Context: an optimization exercise on an open-source flow, tuned for small area. The choices shown serve that exercise and are no tape-out recipe. In this exercise RTL edits were held to simulation tests only and were not proved equivalent to the original. Power figures rest on the tool's default switching activity, not on a simulated workload.

### flow/flow/abc_area.script
strash
dc2
dch -f
amap
topo
dnsize -c
### flow/config.mk
export PLATFORM = sky130hd
export DESIGN_NAME = instr_register_pipe
export DESIGN_NICKNAME = instr_register_pipe
export VERILOG_FILES = /design/flow/design.v
export SDC_FILE = /design/flow/constraint.sdc
export NUM_CORES = 4
export LEC_CHECK = 0
export CAP_MARGIN = 20
export CORE_MARGIN = 2
export CORE_UTILIZATION = 40
export SLEW_MARGIN = 20
### flow/constraint.sdc
create_clock -name core_clock -period 30.0 [get_ports {clk}]
set_input_delay 6.0000 -clock core_clock [delete_from_list [all_inputs] [get_ports {clk}]]
set_output_delay 6.0000 -clock core_clock [all_outputs]
set_load 0.01 [all_outputs]
### flow/flow/run.sh
#!/bin/bash
# Own layout flow: the standard ORFS flow (standard.sh) with
#  - synthesis identical to synth_recipe.tcl except for the ABC mapping script
#    (area-oriented mapping; registers are mapped before ABC, so their names
#    and cell types are those of the standard synthesis),
#  - small port buffers,
#  - a clock tree built from smaller clock buffers without dummy loads.
# Each tool's full output goes to a log file in the work folder.
set -euo pipefail
WORK=$(pwd)
FLOWDIR=$WORK/flow

# Synthesis script: synth_recipe.tcl with ORFS synth.tcl patched to use our ABC script
cp "$FLOW_HOME/scripts/synth_preamble.tcl" "$WORK/my_preamble.tcl"
echo "set abc_args [lreplace \$abc_args 1 1 $FLOWDIR/abc_area.script]" >> "$WORK/my_preamble.tcl"
sed "s#source \$::env(SCRIPTS_DIR)/synth_preamble.tcl#source $WORK/my_preamble.tcl#" "$FLOW_HOME/scripts/synth.tcl" > "$WORK/my_synth_core.tcl"
sed "s#source \$::env(SCRIPTS_DIR)/synth.tcl#source $WORK/my_synth_core.tcl#" "$WORK/synth_recipe.tcl" > "$WORK/my_synth.tcl"
grep -q my_synth_core "$WORK/my_synth.tcl"
grep -q abc_area.script "$WORK/my_preamble.tcl"
sed "s#SYNTH_SCRIPT=[^ ]*#SYNTH_SCRIPT=$WORK/my_synth.tcl#" "$WORK/standard.sh" > "$WORK/my_standard.sh"
grep -q "SYNTH_SCRIPT=$WORK/my_synth.tcl" "$WORK/my_standard.sh"

export BUFFER_PORTS_ARGS="-buffer_cell sky130_fd_sc_hd__buf_1"
export CTS_ARGS="-sink_clustering_enable -repair_clock_nets -dont_use_dummy_load -buf_list sky130_fd_sc_hd__clkbuf_8 -sink_clustering_size 16 -sink_clustering_max_diameter 60"

bash "$WORK/my_standard.sh" synth > "$WORK/log_synth.txt" 2>&1
bash "$WORK/my_standard.sh" > "$WORK/log_layout.txt" 2>&1
### flow/design.v
module instr_register_pipe #(
  parameter int DEPTH = 32,
  parameter int OP_W  = 8,
  localparam int AW    = $clog2(DEPTH),
  localparam int RES_W = 2 * OP_W
) (
  input  logic                    clk,
  input  logic                    reset,
  input  logic                    load_en,
  input  logic [AW-1:0]           write_pointer,
  input  logic [2:0]              opcode,
  input  logic [OP_W-1:0]         operand_a,
  input  logic [OP_W-1:0]         operand_b,
  input  logic                    clear_en,
  input  logic                    rd_en,
  input  logic [AW-1:0]           read_pointer,
  output logic                    rd_valid,
  output logic                    rd_hit,
  output logic [2:0]              rd_opcode,
  output logic [OP_W-1:0]         rd_operand_a,
  output logic [OP_W-1:0]         rd_operand_b,
  output logic [RES_W-1:0]        rd_result,
  output logic                    rd_div0,
  output logic [AW:0]             entry_count,
  output logic                    full
);
  localparam int EW = 3 + 2 * OP_W;
  logic            s1_valid;
  logic [AW-1:0]   s1_ptr;
  logic [EW-1:0]   s1_data;
  always_ff @(posedge clk) begin
    if (reset) s1_valid <= 1'b0;
    else       s1_valid <= load_en;
    s1_ptr  <= write_pointer;
    s1_data <= {opcode, operand_a, operand_b};
  end
  logic [EW-1:0]    mem [DEPTH];
  logic [DEPTH-1:0] valid_q;
  logic [AW:0]      count_q;
  always_ff @(posedge clk) begin
    if (s1_valid) mem[s1_ptr] <= s1_data;
  end
  always_ff @(posedge clk) begin
    if (reset || clear_en) begin
      valid_q <= '0;
      count_q <= '0;
    end else if (s1_valid) begin
      valid_q[s1_ptr] <= 1'b1;
      if (!valid_q[s1_ptr]) count_q <= count_q + (AW+1)'(1);
    end
  end
  logic [DEPTH-1:0] rsel;
  logic [EW-1:0]    rdata;
  logic             rhit;
  always_comb begin
    rdata = '0;
    for (int k = 0; k < DEPTH; k++) begin
      rsel[k] = valid_q[k] && (read_pointer == AW'(k));
      rdata   = rdata | ({EW{rsel[k]}} & mem[k]);
    end
    rhit = |rsel;
  end
  logic [EW-1:0] rd_q;
  always_ff @(posedge clk) begin
    if (reset) begin
      rd_valid <= 1'b0;
      rd_hit   <= 1'b0;
      rd_q     <= '0;
    end else begin
      rd_valid <= rd_en;
      if (rd_en) begin
        rd_hit <= rhit;
        rd_q   <= rdata;
      end
    end
  end
  assign {rd_opcode, rd_operand_a, rd_operand_b} = rd_q;
  alu_unit u_alu (
    .op   (rd_opcode),
    .a    (rd_operand_a),
    .b    (rd_operand_b),
    .res  (rd_result),
    .div0 (rd_div0)
  );
  assign entry_count = count_q;
  assign full        = count_q[AW];
endmodule
module alu_unit (
  input  logic [2:0]  op,
  input  logic [7:0]  a,
  input  logic [7:0]  b,
  output logic [15:0] res,
  output logic        div0
);
  genvar i, j;
  logic [7:0] pp [8];
  generate for (i = 0; i < 8; i++) begin : ppr
    for (j = 0; j < 8; j++) begin : ppc
      if ((i == 7) ^ (j == 7)) begin : inv
        assign pp[i][j] = ~(a[j] & b[i]);
      end else begin : pos
        assign pp[i][j] = a[j] & b[i];
      end
    end
  end endgenerate
  logic [8:0] macc [8];
  logic [7:0] mc   [8];
  assign macc[0] = {1'b1, pp[0]};
  generate for (i = 1; i < 8; i++) begin : mrow
    for (j = 0; j < 8; j++) begin : mcol
      logic x, y, ci;
      assign x  = macc[i-1][j+1];
      assign y  = pp[i][j];
      if (j == 0) begin : c0
        assign ci = 1'b0;
      end else begin : cn
        assign ci = mc[i][j-1];
      end
      assign macc[i][j] = x ^ y ^ ci;
      assign mc[i][j]   = (x & y) | (ci & (x ^ y));
    end
    assign macc[i][8] = mc[i][7];
  end endgenerate
  logic [15:0] prod;
  assign prod = {~macc[7][8], macc[7][7:0], macc[6][0], macc[5][0], macc[4][0],
                 macc[3][0], macc[2][0], macc[1][0], macc[0][0]};
  logic       sa, sb, bz;
  logic [7:0] ma, dd;
  assign sa = a[7];
  assign sb = b[7];
  assign bz = (b == 8'd0);
  assign ma = (a ^ {8{sa}}) + {7'd0, sa};
  assign dd = b ^ {8{~sb}};
  logic [8:0] dh1;
  assign dh1[8] = 1'b1;
  generate for (i = 7; i >= 1; i--) begin : hz
    assign dh1[i] = dh1[i+1] & dd[i];
  end endgenerate
  logic [7:0] rem [9];
  logic [7:0] q;
  assign rem[8] = 8'd0;
  generate for (i = 7; i >= 0; i--) begin : drow
    localparam int W = 8 - i;
    logic [W-1:0] t, s;
    logic [W:0]   cy;
    if (W == 1) begin : w1
      assign t = ma[i];
    end else begin : wn
      assign t = {rem[i+1][W-2:0], ma[i]};
    end
    assign cy[0] = ~sb;
    for (j = 0; j < W; j++) begin : dcol
      assign s[j]    = t[j] ^ dd[j] ^ cy[j];
      assign cy[j+1] = (t[j] & dd[j]) | (cy[j] & (t[j] ^ dd[j]));
    end
    assign q[i] = dh1[W] & cy[W];
    if (W == 8) begin : wf
      assign rem[i] = q[i] ? s : t;
    end else begin : wp
      assign rem[i] = {{(8-W){1'b0}}, (q[i] ? s : t)};
    end
  end endgenerate
  logic       is_div, is_sub, use_a, dneg;
  logic [8:0] x9, y9, s9, dsel;
  assign is_div = op[2] & op[1];
  assign is_sub = (op == 3'd4);
  assign use_a  = (op == 3'd1) | (op == 3'd3) | (op == 3'd4);
  assign dsel   = op[0] ? {1'b0, rem[0]} : {1'b0, q};
  assign dneg   = is_div & ~bz & (op[0] ? sa : (sa ^ sb));
  always_comb begin
    x9 = use_a ? {a[7], a} : 9'd0;
    if (is_div)                        y9 = bz ? 9'd0 : (dsel ^ {9{dneg}});
    else if (is_sub)                   y9 = ~{b[7], b};
    else if (op == 3'd2 || op == 3'd3) y9 = {b[7], b};
    else                               y9 = 9'd0;
  end
  assign s9 = x9 + y9 + {8'd0, is_sub | dneg};
  assign res  = (op == 3'd5) ? prod : {{7{s9[8]}}, s9};
  assign div0 = is_div & bz;
endmodule
### flow/standard.sh
#!/bin/bash
# synth_recipe.tcl (not shown) runs the flow's synth.tcl, then flattens the netlist and writes it again
# the make line also repeats each setting of config.mk as NAME=value (left out here)
make -C /OpenROAD-flow-scripts/flow DESIGN_CONFIG=/design/flow/config.mk WORK_HOME=/design/flow/orfs CLKGATE_MAP_FILE= SYNTH_SCRIPT=/design/flow/synth_recipe.tcl "${@:-finish}"
==> run_results.csv, run 1 <==
group,metric,value,unit
route,dr.pass1.iters,8,
synthesis,ys_top_cells_by_area,"edfxtp_1, dfxtp_1, fa_1, a222oi_1, nor2_1",
setup_path,r2r-start,"s1_ptr[0]",
global_routing,grt_pass1_vias,17500,
cells_and_area,design.final.nets,2197,
synthesis,yosysWarnings,6,
sta,max_freq,35.3,MHz
global_routing,grt_pass1_wl,123,mm
route,drt-total-wl,85.8,mm
clocking,ctsResizeCount,0,
status,outcome,"complete, no violations",
synthesis,synth_cell_types,44,
hold_path,hold_start,"valid_q[18]",
clocking,clock_sinks,692,
sta,setup_viol,0,
cells_and_area,ff_latch_area,0.0199,mm²
placement,placedCellCount,2947,
clocking,cts_buffer_depth,3,
cells_and_area,n_fill_cell,6222,
cells_and_area,layout.cells.non_filler,3001,
route,antenna_left,0,
synthesis,synth-seq-cells,692,
clocking,cts_made_buffers,51,
cells_and_area,final_layout_size_suffix_gt1_share,9.47,%
hold_path,hold_path_class,"reg -> reg",
floorplan,fp.dieW,269,µm
sta,max_slew_margin,17.4,%
power,finalPower,1700,µW
synthesis,netlist.area_leader.share,65.1,%
setup_path,slowest_delay,0.78,ns
synthesis,synth_edf_count,608,
setup_path,crit_top_cell,"fa_1",
setup_path,r2r_slack,26.00,ns
setup_path,arrival,22.33,ns
global_routing,grt_use_total,23.8,%
floorplan,core,0.0697,mm²
clocking,insertion_delay,0.67,ns
clocking,clk_pin_slew,0.10,ns
power,power-per-cell-area,54.8,mW/mm²
clocking,holdBufCountCts,0,
setup_path,critPathMaxFanout,16,
synthesis,ys_seq_area_share,71.1,%
placement,place_area,0.0303,mm²
route,drt-initial-drc-count,2961,
clocking,h-tree-depth,2,
setup_path,cp_data_required_time,24.00,ns
sta,min_period_over_period,94.4,%
hold_path,hold_end,"valid_q[18]",
setup_path,timing.rr.end,"count_q[5]",
global_routing,grt_max_degree,38,
global_routing,antenna_found_initial,2,
placement,place_ws,1.16,ns
clocking,cts_root_buf,"clkbuf_8",
floorplan,io-pin-count,79,
cells_and_area,mostFrequentLayoutCells,"edfxtp_1, nor2_1, a222oi_1",
floorplan,die-area,0.0722,mm²
floorplan,die_height,269,µm
sta,worst_pin_slew,1.23,ns
sta,fin_setup_tns,0,ns
cells_and_area,final_area,0.0311,mm²
sta,maxSlewViolCount,0,
power,leakage,0.00942,µW
setup_path,critical_path_class,"reg -> out",
synthesis,syn_area,0.0280,mm²
synthesis,async_flop_share,0,%
route,via_count,18300,
sta,postLayoutSetupSlackWorst,1.67,ns
power,peakVddDrop,0.0337,mV
sta,post-route-min-period,28.33,ns
placement,portBuffers,78,
synthesis,avgSynthCellArea,15.0,µm²
setup_path,reg2regPathDepth,13,
setup_path,start_kind,"register",
route,drt_drc_violations_left,0,
synthesis,synth_top_area_cell,"edfxtp_1",
flow_run,maxCapViolations,0,
setup_path,endpoint_kind,"primary output",
global_routing,globalRoute.totalOverflow,0,
cells_and_area,synthToLayoutAreaGrowth,10.8,%
floorplan,num_rows,97,
placement,place_hpwl,51.4,mm
sta,rsz0062_at_grt,"no",
synthesis,ys.flop_type,"edfxtp_1",
clocking,cts_tree,"yes",
placement,gp_congestion,0.889,
sta,hold_viol_final,0,
hold_path,whs_path_depth,2,
floorplan,initial_core_util,40.2,%
synthesis,netlist_instances,1866,
clocking,cts_post_setup_buffers_inserted,0,
setup_path,slowest_stage,"dfxtp_1",
sta,finClkSkew,0.0329,ns
cells_and_area,final_common_cell,"edfxtp_1",
cells_and_area,multiInputGateArea,0.00794,mm²
route,viasPerCell,6.09,
route,post_drt_wl_per_cell,28.6,µm
per-layer routing:
layer  vias up  routed length, µm  GRT usage, %
met1      9330              34200          32.3
met4         0               2140          5.95
met3       123               8200          4.14
met2       997              41300          39.7
met5         -                  0             0
li1       7815                  -             -
cell families after synthesis:
kind of cell | share of synthesized area, %
AO/OA/AOI/OAI | 11.9
AND/OR/NAND/NOR | 8.56
buffers and inverters | 1.79
adder cells (fa/ha/maj) | 6.61
flip-flops | 71.1
report_power, final:
group | switching [µW] | internal, µW | leakage (µW)
Combinational | 131 | 67.6 | 0.00290
Sequential | 14.6 | 1050 | 0.00616
Clock | 282 | 152 | 0.000367
Total | 428 | 1270 | 0.00942
per-stage QoR:
step | hold WS [ns] | util (%)
2_1_floorplan | 0.448 | -
4_1_cts | 0.488 | 44.5
6_report | 0.485 | 44.6
3_5_place_dp | 0.467 | 43.5
3_3_place_gp | 0.461 | 43.5
5_1_grt | 0.515 | 44.6
worst max-delay path by stage:
stage / to / slack, ns / startpoint / depth (start not counted)
floorplan: rd_result[10] / 4.32 / rd_q[15] / 88
global placement: rd_result[8] / 2.03 / rd_q[15] / 87
detailed placement: rd_result[9] / 1.16 / rd_q[15] / 87
CTS: rd_result[9] / 0.34 / rd_q[15] / 87
global route: rd_result[14] / 0.02 / rd_q[7] / 88
finish: rd_result[9] / 1.67 / rd_q[7] / 86
cell type report:
class | count | area share, %
Multi-Input combinational cell | 1043 | 25.6
Sequential cell | 692 | 64.2
Clock buffer | 51 | 2.26
Timing Repair Buffer | 145 | 2.63
Tap cell | 940 | 3.78
Inverter | 128 | 1.56
Antenna cell | 2 | 0.0161
cells in the mapped netlist, drive strengths merged, types with 6 or more instances:
master,n
edfxtp,608
nor2,269
a222oi,131
clkinv,128
dfxtp,84
nand2,83
fa,77
o21ai,42
nand3,40
a22o,36
a22oi,36
nor3,32
a221oi,29
nand4,29
o22ai,28
a21oi,26
ha,25
nor2b,25
a2111oi,23
a31oi,14
a211oi,13
nor4,9
and4,8
o32ai,8
and4b,6
nand4b,6
o21a,6
or2,6
critical path: cells and delay by family, from the launching register on:
kind | cells | cell delay, ns
AO/OA/AOI/OAI | 15 | 2.88
adder cells (fa/ha/maj) | 29 | 11.37
buffers and inverters | 19 | 2.62
flip-flops | 1 | 0.78
AND/OR/NAND/NOR | 23 | 3.95
flip-flops by register name, summed over array words and instances, names as in the netlist:
signal,cells
s1_ptr,5
s1_valid,1
valid_q,32
rd_hit,1
rd_valid,1
count_q,6
s1_data,19
rd_q,19
mem,608
==> run 2, diff against run 1 <==
==> flow/flow/abc_area.script (replaced) <==
strash
dc2
dch -f
amap
topo
buffer -c
dnsize -c
==> run_results.csv, run 2 <==
group,metric,value,unit
cells_and_area,mostFrequentLayoutCells,"edfxtp_1, nor2_1, a222oi_1",
cells_and_area,synthToLayoutAreaGrowth,8.77,%
sta,max_freq,35.7,MHz
setup_path,critical_path_class,"reg -> out",
synthesis,synth_top_cells_by_count,"edfxtp_1, nor2_1, a222oi_1",
setup_path,r2r_slack,26.41,ns
clocking,clock_sinks,692,
clocking,cts_post_setup_buffers_inserted,0,
sta,worst_pin_slew,1.17,ns
setup_path,endpoint_kind,"primary output",
cells_and_area,design.final.nets,2187,
synthesis,yosysWarnings,6,
synthesis,netlist_instances,1959,
route,highest_layer,"met4",
floorplan,die_height,271,µm
clocking,cts_root_buf,"clkbuf_8",
cells_and_area,reg.largest.list,"mem: 608 flops, valid_q: 32 flops",
clocking,h-tree-depth,2,
setup_path,slowest_stage,"o22ai_1",
flow_run,maxCapViolations,0,
synthesis,ys.flop_type,"edfxtp_1",
clocking,cts_made_buffers,53,
clocking,cts_tree,"yes",
route,viasPerCell,6.08,
route,drt_drc_violations_left,0,
floorplan,fp.dieW,271,µm
route,wl_met1,33.3,mm
cells_and_area,multiInputGateArea,0.00790,mm²
setup_path,reg2regPathDepth,12,
floorplan,core,0.0703,mm²
sta,finClkSkew,0.0802,ns
synthesis,synth.mux.area_fraction,0,%
power,peakVddDrop,0.0353,mV
setup_path,crit_top_cell,"fa_1",
setup_path,critPathMaxFanout,16,
placement,gp_congestion,0.908,
hold_path,hold_path_class,"reg -> reg",
setup_path,start_kind,"register",
clocking,cts_buffer_depth,3,
synthesis,yosysMostFrequentCell,"edfxtp_1",
synthesis,synth_top_area_cell,"edfxtp_1",
synthesis,synth-seq-cells,692,
synthesis,yosys.area_share.simple,8.45,%
cells_and_area,n_fill_cell,6246,
sta,rsz0062_at_grt,"no",
setup_path,slowest_delay,0.89,ns
cells_and_area,largest_register_ffs,608,
floorplan,io-pin-count,79,
setup_path,cp_data_required_time,24.00,ns
synthesis,synth_cell_types,55,
sta,whs,0.480,ns
sta,min_period_over_period,93.5,%
synthesis,async_flop_share,0,%
power,power-per-cell-area,54.8,mW/mm²
synthesis,synth_fa_ha_area_share,6.52,%
synthesis,synth_edf_count,608,
synthesis,avgSynthCellArea,14.5,µm²
global_routing,grt_pass1_wl,122,mm
route,via_count,18200,
route,antenna_left,0,
sta,post-route-min-period,28.05,ns
route,dr_wl_met2,40.1,mm
synthesis,syn_area,0.0285,mm²
cells_and_area,final_common_cell,"edfxtp_1",
cells_and_area,largest_register,"mem",
global_routing,globalRoute.totalOverflow,0,
sta,maxSlewViolCount,0,
clocking,insertion_delay,0.71,ns
setup_path,arrival,22.05,ns
route,dr.pass1.iters,7,
cells_and_area,final_layout_size_suffix_gt1_share,9.81,%
placement,place_ws,2.38,ns
floorplan,num_rows,97,
sta,fin_setup_tns,0,ns
global_routing,grt_pass1_vias,18200,
route,post_drt_wl_per_cell,28.1,µm
floorplan,initial_core_util,40.5,%
sta,max_slew_margin,21.9,%
sta,postLayoutSetupSlackWorst,1.95,ns
route,wl_met3,8.23,mm
global_routing,antenna_found_initial,3,
global_routing,grt_max_degree,38,
floorplan,die-area,0.0733,mm²
clocking,clk_pin_slew,0.08,ns
synthesis,synth-compound-area-share,11.8,%
synthesis,netlist.area_leader.share,64.2,%
sta,setup_viol,0,
route,drt-initial-drc-count,2739,
route,drt-total-wl,84.1,mm
synthesis,synth_top_family_by_area,"compound AO/OA/AOI/OAI gates",
global_routing,grt_use_total,22.7,%
power,leakage,0.00964,µW
placement,place_hpwl,51.4,mm
status,outcome,"complete, no violations",
sta,hold_viol_final,0,
hold_path,whs_path_depth,2,
synthesis,ys_top_cells_by_area,"edfxtp_1, dfxtp_1, fa_1, a222oi_1, nor2_1",
synthesis,ys_seq_area_share,70.1,%
cells_and_area,ff_latch_area,0.0200,mm²
placement,portBuffers,78,
synthesis,synth-xor-area-share,0,%
run 2: cell types whose count changed after synthesis, moves of 5 or more:
cell,before,now
clkinv_1,128,9
inv_1,0,117
clkbuf_1,0,84
or2_0,6,0
or2_2,0,6
a22o_1,36,31
a22o_2,0,5
run 2: report_power, final:
group / leakage (µW) / switching [µW] / internal, µW
Sequential: 0.00616 / 19.7 / 1050
Clock: 0.000381 / 281 / 158
Combinational: 0.00310 / 119 / 64.9
run 2: final timing paths:
kind / start / end
max: rd_q[7] / rd_result[11]
min: valid_q[27] / valid_q[27]
max reg2reg: s1_ptr[0] / count_q[5]
min reg2reg: valid_q[27] / valid_q[27]
run 2: kinds of logic after synthesis:
logic type      after synthesis
compound gates              412
simple gates                529
buf+inv                     224
flops                       692
fa+ha+maj                   102
run 2: per-stage QoR:
stage          power (µW)  util [%]  area, µm²  instances
2_1_floorplan        1220         -      28500       1959
3_3_place_gp         1280      43.0      30200       2936
3_5_place_dp         1280      43.0      30200       2936
4_1_cts              1710      44.0      30900       2989
5_1_grt              1770      44.0      30900       2990
6_report             1700      44.0      30900       2990
run 2: area by class of cell:
| type | instances | share of cell area (%) |
|---|---|---|
| well taps | 940 | 3.80 |
| repair buffers | 133 | 2.28 |
| flip-flops and latches | 692 | 64.5 |
| diodes | 1 | 0.00809 |
| clock buffers | 53 | 2.36 |
| multi-input cells | 1043 | 25.5 |
| inverters | 128 | 1.55 |
run 2: worst max-delay path: cells and delay by family, from the launching register on:
family / cells / cell delay (ns)
simple gates: 25 / 3.88
fa+ha+maj: 28 / 10.98
flops: 1 / 0.76
compound gates: 15 / 3.71
buf+inv: 18 / 2.07
run 2: routing by layer:
| layer | track usage [%] | vias to the layer above |
|---|---|---|
| met1 | 30.7 | 9261 |
| met3 | 3.49 | 140 |
| li1 | - | 7766 |
| met2 | 37.8 | 1020 |
| met5 | 0 | - |
| met4 | 7.02 | 0 |
run 2: timing repair:
action | CTS | global route
endpoints found under the setup margin | 0 | 8
hold buffers | 0 | 0
gates resized for setup | 0 | 1
==> run 3, diff against run 2 <==
--- a/flow/design.v
+++ b/flow/design.v
@@ -51,26 +51,42 @@
   end
-  logic [DEPTH-1:0] rsel;
-  logic [EW-1:0]    rdata;
-  logic             rhit;
+  logic          rd_go, rd_hold;
+  logic [EW-1:0] rd_q, rd_d;
+  logic          rd_hit_d;
+  assign rd_go   = rd_en & ~reset;
+  assign rd_hold = ~rd_en & ~reset;
+  localparam int NG = (DEPTH + 1 + 2) / 3;
+  logic [EW-1:0] rin [NG*3];
+  logic [NG*3-1:0] rs;
   always_comb begin
-    rdata = '0;
-    for (int k = 0; k < DEPTH; k++) begin
-      rsel[k] = valid_q[k] && (read_pointer == AW'(k));
-      rdata   = rdata | ({EW{rsel[k]}} & mem[k]);
-    end
-    rhit = |rsel;
-  end
-  logic [EW-1:0] rd_q;
-  always_ff @(posedge clk) begin
-    if (reset) begin
-      rd_valid <= 1'b0;
-      rd_hit   <= 1'b0;
-      rd_q     <= '0;
-    end else begin
-      rd_valid <= rd_en;
-      if (rd_en) begin
-        rd_hit <= rhit;
-        rd_q   <= rdata;
+    for (int k = 0; k < NG*3; k++) begin
+      if (k < DEPTH) begin
+        rs[k]  = rd_go & valid_q[k] & (read_pointer == AW'(k));
+        rin[k] = mem[k];
+      end else if (k == DEPTH) begin
+        rs[k]  = rd_hold;
+        rin[k] = rd_q;
+      end else begin
+        rs[k]  = 1'b0;
+        rin[k] = '0;
       end
     end
+  end
+  genvar gb, gg;
+  generate for (gb = 0; gb < EW; gb++) begin : g_rbit
+    logic [NG-1:0] grp_n;
+    for (gg = 0; gg < NG; gg++) begin : g_grp
+      irp_aoi222 u_aoi (
+        .s0 (rs[3*gg]),   .d0 (rin[3*gg][gb]),
+        .s1 (rs[3*gg+1]), .d1 (rin[3*gg+1][gb]),
+        .s2 (rs[3*gg+2]), .d2 (rin[3*gg+2][gb]),
+        .y  (grp_n[gg])
+      );
+    end
+    assign rd_d[gb] = ~&grp_n;
+  end endgenerate
+  assign rd_hit_d = (rd_hold & rd_hit) | (|rs[DEPTH-1:0]);
+  always_ff @(posedge clk) begin
+    rd_valid <= rd_go;
+    rd_hit   <= rd_hit_d;
+    rd_q     <= rd_d;
   end
@@ -180 +196,9 @@
 endmodule
+module irp_aoi222 (
+  input  logic s0, d0,
+  input  logic s1, d1,
+  input  logic s2, d2,
+  output logic y
+);
+  assign y = ~((s0 & d0) | (s1 & d1) | (s2 & d2));
+endmodule
==> flow/flow/abc_area.script (replaced) <==
strash
dc2
dch -f
amap
topo
dnsize -c
--- a/flow/config.mk
+++ b/flow/config.mk
@@ -7,5 +7,7 @@
 export LEC_CHECK = 0
-export CAP_MARGIN = 20
+export CAP_MARGIN = 0
 export CORE_MARGIN = 2
-export CORE_UTILIZATION = 40
-export SLEW_MARGIN = 20
+export CORE_UTILIZATION = 60
+export SLEW_MARGIN = 0
+export SYNTH_HIERARCHICAL = 1
+export SYNTH_MINIMUM_KEEP_SIZE = 0
==> run_results.csv, run 3 <==
group,metric,value,unit
status,outcome,"complete, no violations",
synthesis,synth-seq-cells,692,
cells_and_area,final_layout_size_suffix_gt1_share,9.74,%
setup_path,r2r_slack,25.70,ns
hold_path,hold_end,"rd_q[0]",
clocking,cts_post_setup_buffers_inserted,0,
sta,finClkSkew,0.111,ns
setup_path,slowest_delay,0.96,ns
setup_path,critical_path_class,"reg -> out",
setup_path,arrival,21.83,ns
cells_and_area,reg.largest.list,"mem: 608 flops, valid_q: 32 flops",
floorplan,core,0.0454,mm²
route,wl_met3,8.89,mm
floorplan,io-pin-count,79,
synthesis,netlist_instances,1768,
placement,placedCellCount,2521,
sta,hold_viol_final,0,
cells_and_area,mostFrequentLayoutCells,"edfxtp_1, nor2_1, a222oi_1",
sta,maxSlewViolCount,0,
sta,max_slew_margin,12.1,%
cells_and_area,synthToLayoutAreaGrowth,9.39,%
cells_and_area,diodes,0,
hold_path,hold_start,"mem[27][0]",
global_routing,grt_max_degree,39,
route,wl_met1,29.1,mm
setup_path,crit_top_cell,"fa_1",
setup_path,critical-path-top-delay-family,"adder cells",
sta,setup_viol,0,
clocking,clock_sinks,692,
clocking,cts_buffer_depth,3,
floorplan,num_rows,78,
synthesis,syn_area,0.0276,mm²
power,peakVddDrop,0.0476,mV
setup_path,r2r-start,"s1_ptr[0]",
clocking,ctsResizeCount,0,
route,drt-initial-drc-count,2953,
cells_and_area,design.final.nets,2109,
synthesis,synth_cell_types,39,
floorplan,die_height,218,µm
setup_path,endpoint_kind,"primary output",
setup_path,slowest_stage,"o22ai_1",
flow_run,maxCapViolations,0,
synthesis,ys_top_cells_by_area,"edfxtp_1, a222oi_1, dfxtp_1, fa_1, nor2_1",
cells_and_area,largest_register,"mem",
clocking,cts_made_buffers,51,
setup_path,cp-startpoint,"rd_q[7]",
power,sw_frac_of_total,20.4,%
floorplan,fp.dieW,218,µm
power,seq_power_share,70.1,%
synthesis,yosysWarnings,14,
clocking,insertion_delay,0.69,ns
power,power_frac_clock,28.1,%
cells_and_area,final_common_cell,"edfxtp_1",
cells_and_area,layout.cells.non_filler,2572,
global_routing,antenna_found_initial,1,
synthesis,ys_seq_area_share,72.3,%
floorplan,die-area,0.0477,mm²
route,dr_wl_met2,34.3,mm
sta,fin_setup_tns,0,ns
synthesis,ys.flop_type,"edfxtp_1",
sta,postLayoutSetupSlackWorst,2.17,ns
power,leakage,0.00936,µW
cells_and_area,n_fill_cell,3262,
sta,post-route-min-period,27.83,ns
sta,rsz0062_at_grt,"no",
synthesis,yosysMostFrequentCell,"edfxtp_1",
clocking,clk_pin_slew,0.10,ns
cells_and_area,largest_register_ffs,608,
clocking,cts_root_buf,"clkbuf_8",
synthesis,netlist.area_leader.share,66.2,%
synthesis,synth_top_area_cell,"edfxtp_1",
floorplan,initial_core_util,60.8,%
synthesis,synth_top_cells_by_count,"edfxtp_1, nor2_1, a222oi_1",
clocking,holdBufCountCts,0,
global_routing,grt_pass1_vias,17200,
setup_path,critPathMaxFanout,19,
sta,max_freq,35.9,MHz
sta,min_period_over_period,92.8,%
global_routing,grt_pass1_wl,110,mm
placement,gp_congestion,0.969,
power,p_int,1210,µW
synthesis,async_flop_share,0,%
sta,worst_pin_slew,1.32,ns
global_routing,globalRoute.totalOverflow,0,
route,drt_drc_violations_left,0,
synthesis,avgSynthCellArea,15.6,µm²
setup_path,cp_num_buf_inv,18,
placement,place_ws,2.58,ns
hold_path,hold_path_class,"reg -> reg",
route,drt-total-wl,74.6,mm
setup_path,timing.rr.end,"valid_q[8]",
route,dr.pass1.iters,7,
route,antenna_left,0,
clocking,cts_tree,"yes",
route,post_drt_wl_per_cell,29.0,µm
placement,place_hpwl,46.2,mm
power,p_switching,310,µW
hold_path,whs_path_depth,2,
clocking,h-tree-depth,2,
power,finalPower,1520,µW
synthesis,synth_edf_count,608,
setup_path,cp_data_required_time,24.00,ns
route,highest_layer,"met4",
route,via_count,17700,
global_routing,grt_use_total,31.9,%
setup_path,start_kind,"register",
power,power_frac_comb,1.8,%
setup_path,reg2regPathDepth,8,
sta,whs,0.477,ns
power,power-per-cell-area,50.4,mW/mm²
placement,portBuffers,78,
route,viasPerCell,6.89,
-- run 3: cell count changes after synthesis, sizes merged, moves of 21 or more --
cell    before  now
clkinv       9  123
nand3       40   17
a221oi      29    8
inv        119    0
a222oi     131  209
a22oi       36    4
nand4       29   66
nor4         9   32
clkbuf      89    0
nor2b       25    3
nand2       83   59
a22o        36   10
-- run 3: how the worst max path moves through the flow --
stage,cells after the start,end,slack (ns)
3_3_place_gp,85,rd_result[9],3.37
5_1_grt,87,rd_result[9],0.30
4_1_cts,85,rd_result[15],1.90
2_1_floorplan,86,rd_result[10],5.22
6_report,85,rd_result[15],2.17
3_5_place_dp,85,rd_result[15],2.58
-- run 3: per-stage QoR --
stage / utilization [%] / area [µm²]
2_1_floorplan: - / 27600
3_3_place_gp: 64.9 / 29500
3_5_place_dp: 64.9 / 29500
4_1_cts: 66.5 / 30200
5_1_grt: 66.5 / 30200
6_report: 66.5 / 30200
-- run 3: per-module statistics from Yosys (local to each module, per instance) --
module	flops+latches	cells inside
irp_aoi222	0	1
instr_register_pipe	692	1103
alu_unit	0	456
-- run 3: tightest hold or removal path, stage by stage (launching register included) --
cell and delay [ns]:
edfxtp_1 0.33, a222oi_1 0.06, nand4_1 0.07
-- run 3: cells by family (layout without fill, tap and decap cells) --
kind of cell | after synthesis | in the layout | synth area share [%]
flops | 692 | 692 | 72.3
buf+inv | 124 | 328 | 1.70
simple gates | 492 | 492 | 8.11
compound gates | 359 | 359 | 11.2
fa+ha+maj | 101 | 101 | 6.68
-- run 3: cell type report --
class                           instances  area (µm²)  area share [%]
Clock buffer                           51         702            2.33
Multi-Input combinational cell        952        7450            24.7
Timing Repair Buffer                  154         863            2.86
Sequential cell                       692       19900            66.1
Tap cell                              600         751            2.49
Inverter                              123         462            1.53
-- run 3: power groups by stage --
stage / logic [µW] / clock network (µW) / registers, µW
2_1_floorplan: 12.9 / 0 / 1080
3_3_place_gp: 26.8 / 0 / 1090
3_5_place_dp: 27.3 / 0 / 1090
4_1_cts: 27.4 / 432 / 1070
5_1_grt: 29.9 / 465 / 1070
6_report: 27.6 / 427 / 1070
-- run 3: per-layer routing --
layer  global-route usage, %  vias up
met5                       0        -
met4                    10.7        0
met3                    7.54      153
met2                    48.8     1073
met1                    45.5     8865
li1                        -     7619
==> run 4, diff against run 3 <==
==> flow/flow/abc_area.script (replaced) <==
strash
dc2
dch -f
amap
topo
buffer -c
dnsize -c
==> run_results.csv, run 4 <==
group,metric,value,unit
status,outcome,"complete, no violations",
power,leakage,0.00958,µW
floorplan,die-area,0.0479,mm²
sta,worst_pin_slew,1.29,ns
setup_path,critPathMaxFanout,19,
route,antenna_left,0,
sta,rsz0062_at_grt,"no",
sta,hold_viol_final,0,
cells_and_area,design.final.nets,2103,
cells_and_area,final_common_cell,"edfxtp_1",
global_routing,antenna_found_initial,0,
setup_path,crit_top_cell,"fa_1",
sta,setup_viol,0,
sta,postLayoutSetupSlackWorst,2.38,ns
cells_and_area,diodes,0,
placement,place_hpwl,45.9,mm
synthesis,ys.flop_type,"edfxtp_1",
clocking,insertion_delay,0.70,ns
synthesis,ys_seq_area_share,72.0,%
synthesis,netlist.area_leader.share,65.9,%
synthesis,synth-seq-cells,692,
route,post_drt_wl_per_cell,28.8,µm
clocking,clk_pin_slew,0.10,ns
floorplan,fp.dieW,219,µm
clocking,cts_made_buffers,51,
power,peakVddDrop,0.0496,mV
sta,post-route-min-period,27.62,ns
floorplan,num_rows,78,
synthesis,synth_top_area_cell,"edfxtp_1",
clocking,h-tree-depth,2,
sta,min_period_over_period,92.1,%
setup_path,r2r_slack,26.17,ns
cells_and_area,final_layout_size_suffix_gt1_share,9.82,%
hold_path,hold_path_class,"reg -> reg",
synthesis,ys_top_cells_by_area,"edfxtp_1, a222oi_1, dfxtp_1, fa_1, nor2_1",
floorplan,core,0.0455,mm²
cells_and_area,reg.largest.list,"mem: 608 flops, valid_q: 32 flops",
global_routing,grt_max_degree,39,
sta,finClkSkew,0.147,ns
floorplan,initial_core_util,60.9,%
setup_path,cp_data_required_time,24.00,ns
clocking,holdBufCountCts,0,
synthesis,synth_cell_types,45,
global_routing,grt_pass1_wl,110,mm
synthesis,netlist_instances,1800,
flow_run,maxCapViolations,0,
floorplan,io-pin-count,79,
route,viasPerCell,6.83,
synthesis,yosysWarnings,14,
setup_path,endpoint_kind,"primary output",
global_routing,grt_use_total,31.5,%
sta,fin_setup_tns,0,ns
cells_and_area,largest_register_ffs,608,
clocking,cts_post_setup_buffers_inserted,0,
placement,place_area,0.0294,mm²
global_routing,grt_pass1_vias,17200,
sta,max_slew_margin,14.2,%
setup_path,critical-path-top-delay-family,"adder cells",
route,via_count,17500,
sta,max_freq,36.2,MHz
setup_path,cp_num_buf_inv,18,
route,drt_drc_violations_left,0,
route,dr.pass1.iters,8,
global_routing,globalRoute.totalOverflow,0,
setup_path,slowest_stage,"o22ai_1",
cells_and_area,final_area,0.0301,mm²
clocking,cts_tree,"yes",
setup_path,start_kind,"register",
synthesis,async_flop_share,0,%
setup_path,slowest_delay,0.95,ns
clocking,clock_sinks,692,
synthesis,synth_top_cells_by_count,"edfxtp_1, nor2_1, a222oi_1",
clocking,ctsResizeCount,0,
setup_path,critical_path_class,"reg -> out",
synthesis,syn_area,0.0277,mm²
setup_path,arrival,21.62,ns
sta,maxSlewViolCount,0,
synthesis,avgSynthCellArea,15.4,µm²
route,drt-total-wl,74.0,mm
synthesis,synth_edf_count,608,
clocking,cts_buffer_depth,3,
cells_and_area,synthToLayoutAreaGrowth,8.72,%
floorplan,die_height,219,µm
power,power-per-cell-area,50.3,mW/mm²
cells_and_area,largest_register,"mem",
placement,place_ws,3.05,ns
placement,portBuffers,78,
synthesis,yosysMostFrequentCell,"edfxtp_1",
sta,whs,0.471,ns
route,drt-initial-drc-count,2756,
placement,gp_congestion,0.923,
clocking,cts_root_buf,"clkbuf_8",
cells_and_area,mostFrequentLayoutCells,"edfxtp_1, nor2_1, a222oi_1",
## run 4: changes by cell type after synthesis, sizes merged
| cell | change |
|---|---|
| clkbuf | +30 |
| clkinv | -114 |
| buf | +2 |
| inv | +114 |
## run 4: metrics by stage
step                utilization [%]  total power (µW)  std cells
finish                         66.2              1520       2566
global route                   66.2              1560       2566
CTS                            66.2              1520       2566
detailed placement             64.7              1110       2515
global placement               64.7              1110       2515
floorplan                         -              1100       1800
## run 4: logic make-up (layout without fill, tap and decap cells)
| family | after synthesis | count (layout) | synth area share (%) |
|---|---|---|---|
| flops | 692 | 692 | 72.0 |
| simple gates | 492 | 492 | 8.07 |
| compound gates | 359 | 359 | 11.2 |
| buf+inv | 156 | 322 | 2.13 |
| fa+ha+maj | 101 | 101 | 6.65 |
## run 4: tightest hold or removal path, cell delays in order (launching register included)
cell and delay [ns]:
edfxtp_1 0.36, a222oi_1 0.07, nand4_1 0.10
## run 4: Yosys stat by module, one instance, submodules excluded
| module | copies in the design | area, µm² | flip-flops and latches |
|---|---|---|---|
| instr_register_pipe | 1 | 22100 | 692 |
| irp_aoi222 | 209 | 10.0 | 0 |
| alu_unit | 1 | 3530 | 0 |
## run 4: area by class of cell
cell class	instances	area [µm²]
sequential	692	19900
fill	3295	15400
multi-input combinational	952	7440
timing repair buffer	148	818
tap	600	751
clock buffer	51	702
inverter	123	462
## run 4: final timing paths
kind                                  start            to  depth (start not counted)
worst min-delay path            mem[30][10]      rd_q[10]                          2
worst max-delay path                rd_q[7]  rd_result[8]                         85
worst max register to register    s1_ptr[0]    count_q[5]                          9
worst min register to register  mem[30][10]      rd_q[10]                          2
## run 4: layer usage
layer  GRT usage (%)  vias to the layer above  routed length, µm
met1            43.1                     8836              28900
met2            50.4                      947              34900
li1                -                     7599                  -
met3            7.18                      137               7820
met5               0                        -                  0
met4            11.0                        0               2410
## run 4: power breakdown
group          switching [µW]  internal [µW]
clock network             271            152
registers                15.4           1050
logic                    18.4           6.20
==> run 5, diff against run 4 <==
==> flow/flow/abc_area.script (replaced) <==
strash
dc2
dch -f
amap
topo
dnsize -c
--- a/flow/config.mk
+++ b/flow/config.mk
@@ -7,6 +7,6 @@
 export LEC_CHECK = 0
-export CAP_MARGIN = 0
+export CAP_MARGIN = 20
 export CORE_MARGIN = 2
-export CORE_UTILIZATION = 60
-export SLEW_MARGIN = 0
+export CORE_UTILIZATION = 40
+export SLEW_MARGIN = 20
 export SYNTH_HIERARCHICAL = 1
==> run_results.csv, run 5 <==
group,metric,value,unit
clocking,insertion_delay,0.69,ns
sta,maxSlewViolCount,0,
setup_path,start_kind,"register",
synthesis,syn_area,0.0276,mm²
power,peakVddDrop,0.0306,mV
global_routing,grt_use_total,21.8,%
synthesis,ys.flop_type,"edfxtp_1",
clocking,h-tree-depth,2,
cells_and_area,synthToLayoutAreaGrowth,11.1,%
sta,rsz0062_at_grt,"no",
setup_path,critical_path_class,"reg -> out",
route,post_drt_wl_per_cell,27.2,µm
cells_and_area,diodes,0,
power,leakage,0.00942,µW
route,dr.pass1.iters,7,
synthesis,netlist.area_leader.share,66.2,%
cells_and_area,largest_register_ffs,608,
cells_and_area,final_layout_size_suffix_gt1_share,10.9,%
synthesis,async_flop_share,0,%
setup_path,crit_top_cell,"fa_1",
power,power-per-cell-area,50.2,mW/mm²
clocking,holdBufCountCts,0,
sta,post-route-min-period,27.88,ns
route,viasPerCell,6.12,
floorplan,die-area,0.0711,mm²
global_routing,grt_pass1_wl,114,mm
placement,portBuffers,78,
synthesis,synth_top_cells_by_count,"edfxtp_1, nor2_1, a222oi_1",
setup_path,critPathMaxFanout,16,
setup_path,r2r-start,"s1_ptr[0]",
sta,max_slew_margin,31.0,%
synthesis,synth-seq-cells,692,
floorplan,die_height,267,µm
hold_path,hold_path_class,"reg -> reg",
synthesis,yosysWarnings,14,
synthesis,ys_seq_area_share,72.3,%
cells_and_area,design.final.nets,2118,
route,drt-initial-drc-count,2780,
floorplan,initial_core_util,40.3,%
sta,worst_pin_slew,1.04,ns
floorplan,fp.dieW,267,µm
floorplan,core,0.0685,mm²
route,drt-total-wl,77.8,mm
synthesis,yosysMostFrequentCell,"edfxtp_1",
route,antenna_left,0,
sta,hold_viol_final,0,
clocking,cts_post_setup_buffers_inserted,0,
floorplan,num_rows,96,
floorplan,io-pin-count,79,
hold_path,whs_path_depth,2,
global_routing,globalRoute.totalOverflow,0,
placement,placedCellCount,2807,
setup_path,critical-path-top-delay-family,"adder cells",
status,outcome,"complete, no violations",
placement,gp_congestion,0.908,
synthesis,synth_edf_count,608,
sta,max_freq,35.9,MHz
flow_run,maxCapViolations,0,
synthesis,avgSynthCellArea,15.6,µm²
cells_and_area,largest_register,"mem",
setup_path,reg2regPathDepth,10,
setup_path,cp-startpoint,"rd_q[15]",
setup_path,path_depth,87,
synthesis,netlist_instances,1768,
clocking,cts_buffer_depth,3,
placement,place_hpwl,48.5,mm
global_routing,grt_pass1_vias,17300,
setup_path,endpoint_kind,"primary output",
clocking,cts_made_buffers,55,
clocking,clock_sinks,692,
route,via_count,17500,
synthesis,ys_top_cells_by_area,"edfxtp_1, a222oi_1, dfxtp_1, fa_1, nor2_1",
sta,setup_viol,0,
hold_path,hold_start,"mem[27][3]",
global_routing,grt_max_degree,33,
sta,finClkSkew,0.117,ns
cells_and_area,layout.cells.non_filler,2863,
cells_and_area,final_common_cell,"edfxtp_1",
global_routing,antenna_found_initial,1,
sta,min_period_over_period,92.9,%
synthesis,synth_cell_types,39,
route,drt_drc_violations_left,0,
clocking,cts_root_buf,"clkbuf_8",
setup_path,cp_num_buf_inv,19,
cells_and_area,mostFrequentLayoutCells,"edfxtp_1, nor2_1, a222oi_1",
synthesis,synth_top_area_cell,"edfxtp_1",
clocking,ctsResizeCount,0,
clocking,clk_pin_slew,0.10,ns
sta,fin_setup_tns,0,ns
clocking,cts_tree,"yes",
setup_path,cp_data_required_time,24.00,ns
cells_and_area,reg.largest.list,"mem: 608 flops, valid_q: 32 flops",
setup_path,slowest_delay,0.69,ns
setup_path,arrival,21.88,ns
setup_path,slowest_stage,"dfxtp_1",
run 5: cells by family after synthesis:
| logic type | Yosys count | share of synthesized area, % |
|---|---|---|
| buffers and inverters | 124 | 1.70 |
| flip-flops | 692 | 72.3 |
| adder cells (fa/ha/maj) | 101 | 6.68 |
| AO/OA/AOI/OAI | 359 | 11.2 |
| AND/OR/NAND/NOR | 492 | 8.11 |
run 5: path summary, 6_finish.rpt:
check,endpoint,slack [ns]
worst min-delay path,rd_q[3],0.45
worst min register to register,rd_q[3],0.45
worst max-delay path,rd_result[8],2.12
worst max register to register,count_q[5],26.77
run 5: per-stage QoR:
stage	hold slack, ns	util (%)	area, µm²	total power (µW)	worst slack (ns)
final	0.445	44.8	30600	1540	2.12
after detailed placement	0.462	43.6	29900	1120	2.21
after CTS	0.432	44.7	30600	1550	1.48
after global placement	0.455	43.6	29800	1120	2.90
after global routing	0.461	44.8	30600	1590	0.242
after floorplan	0.434	-	27600	1100	5.22
run 5: worst register-to-register path, stage by stage, from the launching register on:
cell and delay (ns):
dfxtp_1 0.33, buf_4 0.27, clkinv_1 0.49, a221oi_1 0.45, o32ai_1 0.17, nor4_2 0.56
clkinv_1 0.21, nor2_1 0.18, and2_0 0.20, a21oi_1 0.08, a311oi_1 0.20
run 5: area by class of cell:
| class | instances | area, µm² |
|---|---|---|
| Clock buffer | 55 | 757 |
| Fill cell | 6008 | 37800 |
| Inverter | 123 | 462 |
| Multi-Input combinational cell | 952 | 7460 |
| Sequential cell | 692 | 20000 |
| Tap cell | 882 | 1100 |
| Timing Repair Buffer | 159 | 901 |
run 5: metal layers:
layer | wire [µm] | vias to the layer above | global-route usage [%]
met5 | 0 | - | 0
met1 | 31400 | 8897 | 29.4
met2 | 37300 | 858 | 36.6
met3 | 6990 | 127 | 3.52
li1 | - | 7646 | -
met4 | 2090 | 0 | 5.98
run 5: where the power goes:
part	switching (µW)	total, µW	internal [µW]	leakage [µW]
Sequential	12.1	1070	1050	0.00616
Combinational	23.3	30.2	6.93	0.00287
Clock	280	443	163	0.000395
Total	316	1540	1220	0.00942
run 5: modules after synthesis, one instance, submodules excluded:
module / times used / cell area (µm²) / cells inside / flops+latches
instr_register_pipe: 1 / 22000 / 1103 / 692
alu_unit: 1 / 3490 / 456 / 0
irp_aoi222: 209 / 10.0 / 1 / 0
==> run 6, diff against run 5 <==
--- a/flow/flow/run.sh
+++ b/flow/flow/run.sh
@@ -23,3 +23,3 @@
 export BUFFER_PORTS_ARGS="-buffer_cell sky130_fd_sc_hd__buf_1"
-export CTS_ARGS="-sink_clustering_enable -repair_clock_nets -dont_use_dummy_load -buf_list sky130_fd_sc_hd__clkbuf_8 -sink_clustering_size 16 -sink_clustering_max_diameter 60"
+export CTS_ARGS="-sink_clustering_enable -repair_clock_nets -dont_use_dummy_load -buf_list sky130_fd_sc_hd__clkbuf_8 -sink_clustering_size 20 -sink_clustering_max_diameter 50"
 
--- a/flow/config.mk
+++ b/flow/config.mk
@@ -7,6 +7,7 @@
 export LEC_CHECK = 0
-export CAP_MARGIN = 20
+export CAP_MARGIN = 0
 export CORE_MARGIN = 2
-export CORE_UTILIZATION = 40
-export SLEW_MARGIN = 20
+export CORE_UTILIZATION = 70
+export PLACE_DENSITY = 0.8
+export SLEW_MARGIN = 0
 export SYNTH_HIERARCHICAL = 1
==> run_results.csv, run 6 <==
group,metric,value,unit
status,outcome,"complete, no violations",
clocking,cts_root_buf,"clkbuf_8",
floorplan,die-area,0.0410,mm²
global_routing,grt_max_degree,39,
synthesis,ys_top_cells_by_area,"edfxtp_1, a222oi_1, dfxtp_1, fa_1, nor2_1",
placement,place_hpwl,46.0,mm
synthesis,synth-seq-cells,692,
sta,min_period_over_period,93.7,%
setup_path,r2r-start,"s1_ptr[0]",
synthesis,netlist.area_leader.share,66.2,%
synthesis,synth_top_area_cell,"edfxtp_1",
global_routing,grt_pass1_vias,17700,
cells_and_area,mostFrequentLayoutCells,"edfxtp_1, nor2_1, a222oi_1",
sta,post-route-min-period,28.10,ns
flow_run,maxCapViolations,0,
synthesis,syn_area,0.0276,mm²
route,drt-total-wl,72.9,mm
hold_path,whs_path_depth,2,
synthesis,netlist_instances,1768,
cells_and_area,reg.largest.list,"mem: 608 flops, valid_q: 32 flops",
clocking,holdBufCountCts,0,
setup_path,endpoint_kind,"primary output",
synthesis,ys.flop_type,"edfxtp_1",
floorplan,fp.dieW,202,µm
setup_path,cp_data_required_time,24.00,ns
route,via_count,18000,
clocking,cts_made_buffers,46,
sta,max_slew_margin,10.1,%
power,power-per-cell-area,50.0,mW/mm²
hold_path,hold_end,"rd_q[3]",
floorplan,initial_core_util,71.2,%
setup_path,arrival,22.10,ns
setup_path,slowest_delay,0.68,ns
synthesis,async_flop_share,0,%
cells_and_area,final_common_cell,"edfxtp_1",
cells_and_area,design.final.nets,2095,
setup_path,critPathMaxFanout,16,
power,peakVddDrop,0.0533,mV
synthesis,yosysMostFrequentCell,"edfxtp_1",
setup_path,start_kind,"register",
route,drt_drc_violations_left,0,
hold_path,hold_start,"mem[27][3]",
cells_and_area,n_fill_cell,2274,
clocking,cts_tree,"yes",
placement,placedCellCount,2430,
synthesis,synth_edf_count,608,
synthesis,ys_seq_area_share,72.3,%
clocking,cts_post_setup_buffers_inserted,0,
sta,postLayoutSetupSlackWorst,1.90,ns
setup_path,cp_num_buf_inv,19,
sta,hold_viol_final,0,
cells_and_area,largest_register,"mem",
cells_and_area,final_layout_size_suffix_gt1_share,8.89,%
power,leakage,0.00929,µW
setup_path,reg2regPathDepth,8,
cells_and_area,multiInputGateArea,0.00744,mm²
sta,setup_viol,0,
setup_path,r2r_slack,26.08,ns
route,viasPerCell,7.28,
route,drt-initial-drc-count,3329,
placement,portBuffers,78,
synthesis,synth_top_cells_by_count,"edfxtp_1, nor2_1, a222oi_1",
placement,place_ws,2.68,ns
cells_and_area,synthToLayoutAreaGrowth,8.50,%
setup_path,crit_top_cell,"fa_1",
global_routing,grt_pass1_wl,109,mm
clocking,insertion_delay,0.70,ns
clocking,ctsResizeCount,0,
cells_and_area,ff_latch_area,0.0199,mm²
clocking,cts_buffer_depth,3,
cells_and_area,postLayoutCoreUtil,77.2,%
route,post_drt_wl_per_cell,29.4,µm
route,dr.pass1.iters,11,
setup_path,timing.rr.end,"valid_q[30]",
floorplan,die_height,202,µm
global_routing,grt_use_total,36.3,%
floorplan,io-pin-count,79,
route,antenna_left,0,
synthesis,synth_cell_types,39,
sta,maxSlewViolCount,0,
hold_path,hold_path_class,"reg -> reg",
cells_and_area,layout.cells.non_filler,2477,
global_routing,antenna_found_initial,4,
clocking,h-tree-depth,2,
cells_and_area,largest_register_ffs,608,
clocking,clk_pin_slew,0.09,ns
clocking,clock_sinks,692,
global_routing,globalRoute.totalOverflow,0,
sta,finClkSkew,0.110,ns
setup_path,slowest_stage,"dfxtp_1",
floorplan,core,0.0387,mm²
sta,rsz0062_at_grt,"no",
sta,worst_pin_slew,1.35,ns
synthesis,yosysWarnings,14,
setup_path,critical_path_class,"reg -> out",
sta,max_freq,35.6,MHz
floorplan,num_rows,72,
synthesis,avgSynthCellArea,15.6,µm²
sta,fin_setup_tns,0,ns
setup_path,critical-path-top-delay-family,"adder cells",
placement,gp_congestion,0.949,
-- run 6: per-module statistics from Yosys (local to each module, per instance) --
module,flops+latches,cells,times used,cell area [µm²]
instr_register_pipe,692,1103,1,22000
alu_unit,0,456,1,3490
irp_aoi222,0,1,209,10.0
-- run 6: kinds of logic (layout without fill, tap and decap cells) --
logic type	after synthesis	count (layout)	share of synthesized area [%]
flip-flops	692	692	72.3
AND/OR/NAND/NOR	492	492	8.11
AO/OA/AOI/OAI	359	359	11.2
buffers and inverters	124	314	1.70
adder cells (fa/ha/maj)	101	101	6.68
other	0	1	0
-- run 6: worst register-to-register path: cells and delay by family (launching register included) --
kind / cells / cell delay [ns]
buffers and inverters: 2 / 1.12
and+or+nand+nor: 4 / 0.77
AOI/OAI and AO/OA: 1 / 0.75
DFF: 1 / 0.80
adders and majority gates: 1 / 0.43
-- run 6: metal layers --
metal | global-route usage, % | wire length, µm | vias up
met4 | 19.6 | 4180 | 4
met3 | 7.69 | 10200 | 258
met5 | 0 | 18 | -
li1 | - | - | 7598
met1 | 50.6 | 25100 | 8704
met2 | 55.1 | 33300 | 1460
-- run 6: worst max-delay path by stage --
| stage | start | to | slack (ns) | depth (start not counted) |
|---|---|---|---|---|
| 6_report | rd_q[15] | rd_result[10] | 1.90 | 87 |
| 3_3_place_gp | rd_q[7] | rd_result[14] | 3.21 | 86 |
| 2_1_floorplan | rd_q[15] | rd_result[10] | 5.22 | 86 |
| 4_1_cts | rd_q[15] | rd_result[10] | 2.02 | 87 |
| 5_1_grt | rd_q[15] | rd_result[10] | 0.07 | 87 |
| 3_5_place_dp | rd_q[7] | rd_result[10] | 2.68 | 86 |
-- run 6: area by class of cell --
class | instances | area share, %
Tap cell | 518 | 2.17
Timing Repair Buffer | 145 | 2.66
Inverter | 123 | 1.54
Sequential cell | 692 | 66.6
Multi-Input combinational cell | 952 | 24.9
Antenna cell | 1 | 0.00836
Clock buffer | 46 | 2.12
-- run 6: per-stage QoR --
stage | total power (µW) | hold slack (ns) | instance area (µm²)
2_1_floorplan | 1100 | 0.434 | 27600
6_report | 1490 | 0.471 | 29900
5_1_grt | 1530 | 0.503 | 29900
3_3_place_gp | 1110 | 0.453 | 29300
3_5_place_dp | 1110 | 0.455 | 29300
4_1_cts | 1490 | 0.474 | 29900
-- run 6: power breakdown --
part / switching, µW / internal, µW / leakage (µW)
sequential: 16.1 / 1050 / 0.00616
combinational: 18.3 / 6.23 / 0.00281
clock: 263 / 138 / 0.000331
total: 298 / 1200 / 0.00929
==> run 7, diff against run 6 <==
--- a/flow/design.v
+++ b/flow/design.v
@@ -42,2 +42,22 @@
   end
+  logic [DEPTH-1:0] wsel;
+  localparam int NW = (DEPTH + 2) / 3;
+  logic [NW*3-1:0] wsel_x, wval_x;
+  logic [NW-1:0]   wgrp_n;
+  logic            w_was_valid;
+  always_comb begin
+    for (int k = 0; k < DEPTH; k++) wsel[k] = s1_valid && (s1_ptr == AW'(k));
+    wsel_x = {{(NW*3-DEPTH){1'b0}}, wsel};
+    wval_x = {{(NW*3-DEPTH){1'b0}}, valid_q};
+  end
+  genvar gw;
+  generate for (gw = 0; gw < NW; gw++) begin : g_wgrp
+    irp_aoi222 u_aoi (
+      .s0 (wsel_x[3*gw]),   .d0 (wval_x[3*gw]),
+      .s1 (wsel_x[3*gw+1]), .d1 (wval_x[3*gw+1]),
+      .s2 (wsel_x[3*gw+2]), .d2 (wval_x[3*gw+2]),
+      .y  (wgrp_n[gw])
+    );
+  end endgenerate
+  assign w_was_valid = ~&wgrp_n;
   always_ff @(posedge clk) begin
@@ -46,5 +66,5 @@
       count_q <= '0;
-    end else if (s1_valid) begin
-      valid_q[s1_ptr] <= 1'b1;
-      if (!valid_q[s1_ptr]) count_q <= count_q + (AW+1)'(1);
+    end else begin
+      valid_q <= valid_q | wsel;
+      if (s1_valid && !w_was_valid) count_q <= count_q + (AW+1)'(1);
     end
--- a/flow/flow/run.sh
+++ b/flow/flow/run.sh
@@ -23,3 +23,3 @@
 export BUFFER_PORTS_ARGS="-buffer_cell sky130_fd_sc_hd__buf_1"
-export CTS_ARGS="-sink_clustering_enable -repair_clock_nets -dont_use_dummy_load -buf_list sky130_fd_sc_hd__clkbuf_8 -sink_clustering_size 20 -sink_clustering_max_diameter 50"
+export CTS_ARGS="-sink_clustering_enable -repair_clock_nets -dont_use_dummy_load -buf_list sky130_fd_sc_hd__clkbuf_8 -sink_clustering_size 17 -sink_clustering_max_diameter 50"
 
==> flow/flow/abc_area.script (replaced) <==
strash
dc2
dch -f
amap
topo
buffer -c
dnsize -c
==> run_results.csv, run 7 <==
group,metric,value,unit
placement,gp_congestion,0.984,
sta,max_freq,36.6,MHz
synthesis,yosysWarnings,14,
power,seq_power_share,71.3,%
synthesis,ys_top_cells_by_area,"edfxtp_1, a222oi_1, dfxtp_1, fa_1, nor2_1",
synthesis,synth-compound-area-share,10.9,%
synthesis,synth-xor-area-share,0,%
floorplan,die-area,0.0407,mm²
route,drt-total-wl,72.4,mm
cells_and_area,largest_register_ffs,608,
power,p_int,1200,µW
sta,post-route-min-period,27.35,ns
power,power-per-cell-area,50.6,mW/mm²
clocking,clock_sinks,692,
clocking,cts_root_buf,"clkbuf_8",
sta,fin_setup_tns,0,ns
global_routing,grt_max_degree,38,
power,p_switching,293,µW
placement,place_area,0.0289,mm²
clocking,insertion_delay,0.66,ns
sta,finClkSkew,0.0716,ns
sta,min_period_over_period,91.2,%
synthesis,synth.mux.area_fraction,0,%
power,peakVddDrop,0.0584,mV
global_routing,globalRoute.totalOverflow,0,
floorplan,num_rows,72,
global_routing,grt_pass1_vias,17200,
clocking,ctsResizeCount,0,
setup_path,endpoint_kind,"primary output",
cells_and_area,largest_register,"mem",
hold_path,hold_path_class,"reg -> reg",
synthesis,syn_area,0.0273,mm²
setup_path,cp_data_required_time,24.00,ns
floorplan,io-pin-count,79,
cells_and_area,ff_latch_area,0.0199,mm²
route,drt-initial-drc-count,3177,
setup_path,crit_top_cell,"fa_1",
synthesis,synth-seq-cells,692,
setup_path,slowest_stage,"dfxtp_1",
cells_and_area,layout.cells.non_filler,2371,
clocking,holdBufCountCts,0,
synthesis,netlist_instances,1707,
cells_and_area,reg.largest.list,"mem: 608 flops, valid_q: 32 flops",
floorplan,die_height,202,µm
route,via_count,17300,
power,power_frac_comb,1.3,%
route,dr.pass1.iters,7,
power,leakage,0.00949,µW
cells_and_area,diodes,0,
synthesis,ys_seq_area_share,72.9,%
synthesis,yosysMostFrequentCell,"edfxtp_1",
setup_path,slowest_delay,0.70,ns
clocking,cts_tree,"yes",
placement,placedCellCount,2322,
clocking,cts_buffer_depth,3,
power,sw_frac_of_total,19.6,%
clocking,clk_pin_slew,0.10,ns
cells_and_area,multiInputGateArea,0.00712,mm²
setup_path,critical_path_class,"reg -> out",
cells_and_area,postLayoutCoreUtil,76.7,%
global_routing,antenna_found_initial,1,
cells_and_area,n_fill_cell,2255,
cells_and_area,synthToLayoutAreaGrowth,8.16,%
cells_and_area,final_common_cell,"edfxtp_1",
global_routing,grt_use_total,36.4,%
sta,maxSlewViolCount,0,
route,post_drt_wl_per_cell,30.5,µm
clocking,cts_post_setup_buffers_inserted,0,
synthesis,netlist.area_leader.share,66.8,%
synthesis,yosys.area_share.simple,7.53,%
route,drt_drc_violations_left,0,
setup_path,critPathMaxFanout,16,
synthesis,async_flop_share,0,%
setup_path,start_kind,"register",
power,power_frac_clock,27.3,%
route,viasPerCell,7.28,
clocking,h-tree-depth,2,
sta,setup_viol,0,
power,finalPower,1500,µW
flow_run,maxCapViolations,0,
placement,portBuffers,78,
synthesis,synth_fa_ha_area_share,6.55,%
cells_and_area,final_area,0.0296,mm²
route,antenna_left,0,
synthesis,ys.flop_type,"edfxtp_1",
synthesis,synth_edf_count,608,
sta,worst_pin_slew,1.36,ns
global_routing,grt_pass1_wl,107,mm
floorplan,fp.dieW,202,µm
sta,rsz0062_at_grt,"no",
status,outcome,"complete, no violations",
cells_and_area,final_layout_size_suffix_gt1_share,10.6,%
sta,max_slew_margin,9.12,%
sta,hold_viol_final,0,
synthesis,synth_top_area_cell,"edfxtp_1",
synthesis,synth_top_family_by_area,"compound AO/OA/AOI/OAI gates",
setup_path,arrival,21.35,ns
synthesis,synth_top_cells_by_count,"edfxtp_1, nor2_1, a222oi_1",
clocking,cts_made_buffers,49,
placement,place_hpwl,46.1,mm
cells_and_area,mostFrequentLayoutCells,"edfxtp_1, a222oi_1, nor2_1",
synthesis,synth_cell_types,42,
floorplan,core,0.0386,mm²
floorplan,initial_core_util,70.9,%
synthesis,avgSynthCellArea,16.0,µm²
cells_and_area,design.final.nets,1986,
-- run 7: per-module statistics from Yosys, one instance, submodules excluded --
module | copies in the design | cells
instr_register_pipe | 1 | 1020
alu_unit | 1 | 467
irp_aoi222 | 220 | 1
-- run 7: stage by stage --
| step | hold WS, ns | setup WS (ns) |
|---|---|---|
| 2_1_floorplan | 0.443 | 6.29 |
| 5_1_grt | 0.496 | 0.611 |
| 4_1_cts | 0.496 | 2.60 |
| 6_report | 0.492 | 2.65 |
| 3_3_place_gp | 0.456 | 4.17 |
| 3_5_place_dp | 0.481 | 3.35 |
-- run 7: final timing paths --
path / slack, ns / to / depth (start not counted) / start
setup / recovery: 2.65 / rd_result[11] / 87 / rd_q[15]
hold / removal: 0.49 / rd_q[3] / 2 / mem[27][3]
setup reg to reg: 26.18 / count_q[5] / 13 / s1_ptr[0]
hold reg to reg: 0.49 / rd_q[3] / 2 / mem[27][3]
-- run 7: final cells by class --
class / count / share of cell area [%]
Multi-Input combinational cell: 869 / 24.1
Inverter: 92 / 1.17
Clock buffer: 49 / 2.28
Tap cell: 518 / 2.19
Timing Repair Buffer: 151 / 2.84
Sequential cell: 692 / 67.4
-- run 7: power by group through the flow --
| stage | sequential, µW | clock, µW | combinational [µW] |
|---|---|---|---|
| 6_report | 1070 | 409 | 19.6 |
| 4_1_cts | 1070 | 413 | 19.2 |
| 5_1_grt | 1070 | 441 | 21.0 |
| 3_5_place_dp | 1090 | 0 | 19.1 |
| 3_3_place_gp | 1090 | 0 | 18.7 |
| 2_1_floorplan | 1080 | 0 | 9.47 |
-- run 7: layer usage --
layer  GRT usage (%)  up-vias  share of wire (%)
met5               0        -                  0
met3            6.59      198                 13
met2            59.1     1270                 49
met4            18.3        0                4.9
li1                -     7254                  -
met1            48.3     8549                 34
-- run 7: worst max-delay path: cells and delay by family (launching register included) --
kind | cells | cell delay, ns
AO/OA/AOI/OAI | 16 | 3.92
adder cells (fa/ha/maj) | 29 | 10.04
buffers and inverters | 19 | 2.15
flip-flops | 1 | 0.70
AND/OR/NAND/NOR | 23 | 3.91
-- run 7: kinds of logic after synthesis --
group,count (synthesis)
flops,692
compound gates,338
simple gates,432
fa+ha+maj,97
other cells,1
buf+inv,147

==> re-timing with driven ports <==
In the flow no input, the clock included, has a driving cell. The finished layouts below were timed again as built, in two steps. Step 1 assumes that a clkbuf_16 drives the clock port and a buf_2 every other input. Step 2 moves the port delays by t, midway between the first and last clock arrival at a register: inputs arrive t later, outputs are due t later. That takes back most of the time a late clock gives input paths. Three values: no drivers, after step 1, after step 2; two values: the first two.
run	shift t [ns]	setup slack, ns	worst hold slack (ns)	worst register clock-pin slew, ns	cell pins on the clock port's net
run 1	0.711	1.669 / 1.615 / 2.326	0.485 / 0.485 / 0.485	0.10 / 0.10	1
run 2	0.717	1.951 / 1.893 / 2.609	0.480 / 0.480 / 0.480	0.11 / 0.11	1
run 3	0.692	2.166 / 2.112 / 2.804	0.477 / 0.477 / 0.477	0.10 / 0.10	1
run 4	0.675	2.376 / 2.322 / 2.998	0.471 / 0.471 / 0.471	0.10 / 0.10	1
run 5	0.694	2.120 / 2.063 / 2.756	0.445 / 0.445 / 0.445	0.10 / 0.10	1
run 6	0.696	1.902 / 1.853 / 2.549	0.471 / 0.471 / 0.471	0.12 / 0.12	1
run 7	0.683	2.645 / 2.594 / 3.277	0.492 / 0.492 / 0.492	0.10 / 0.10	1
After both steps setup and hold are still met in every run listed.
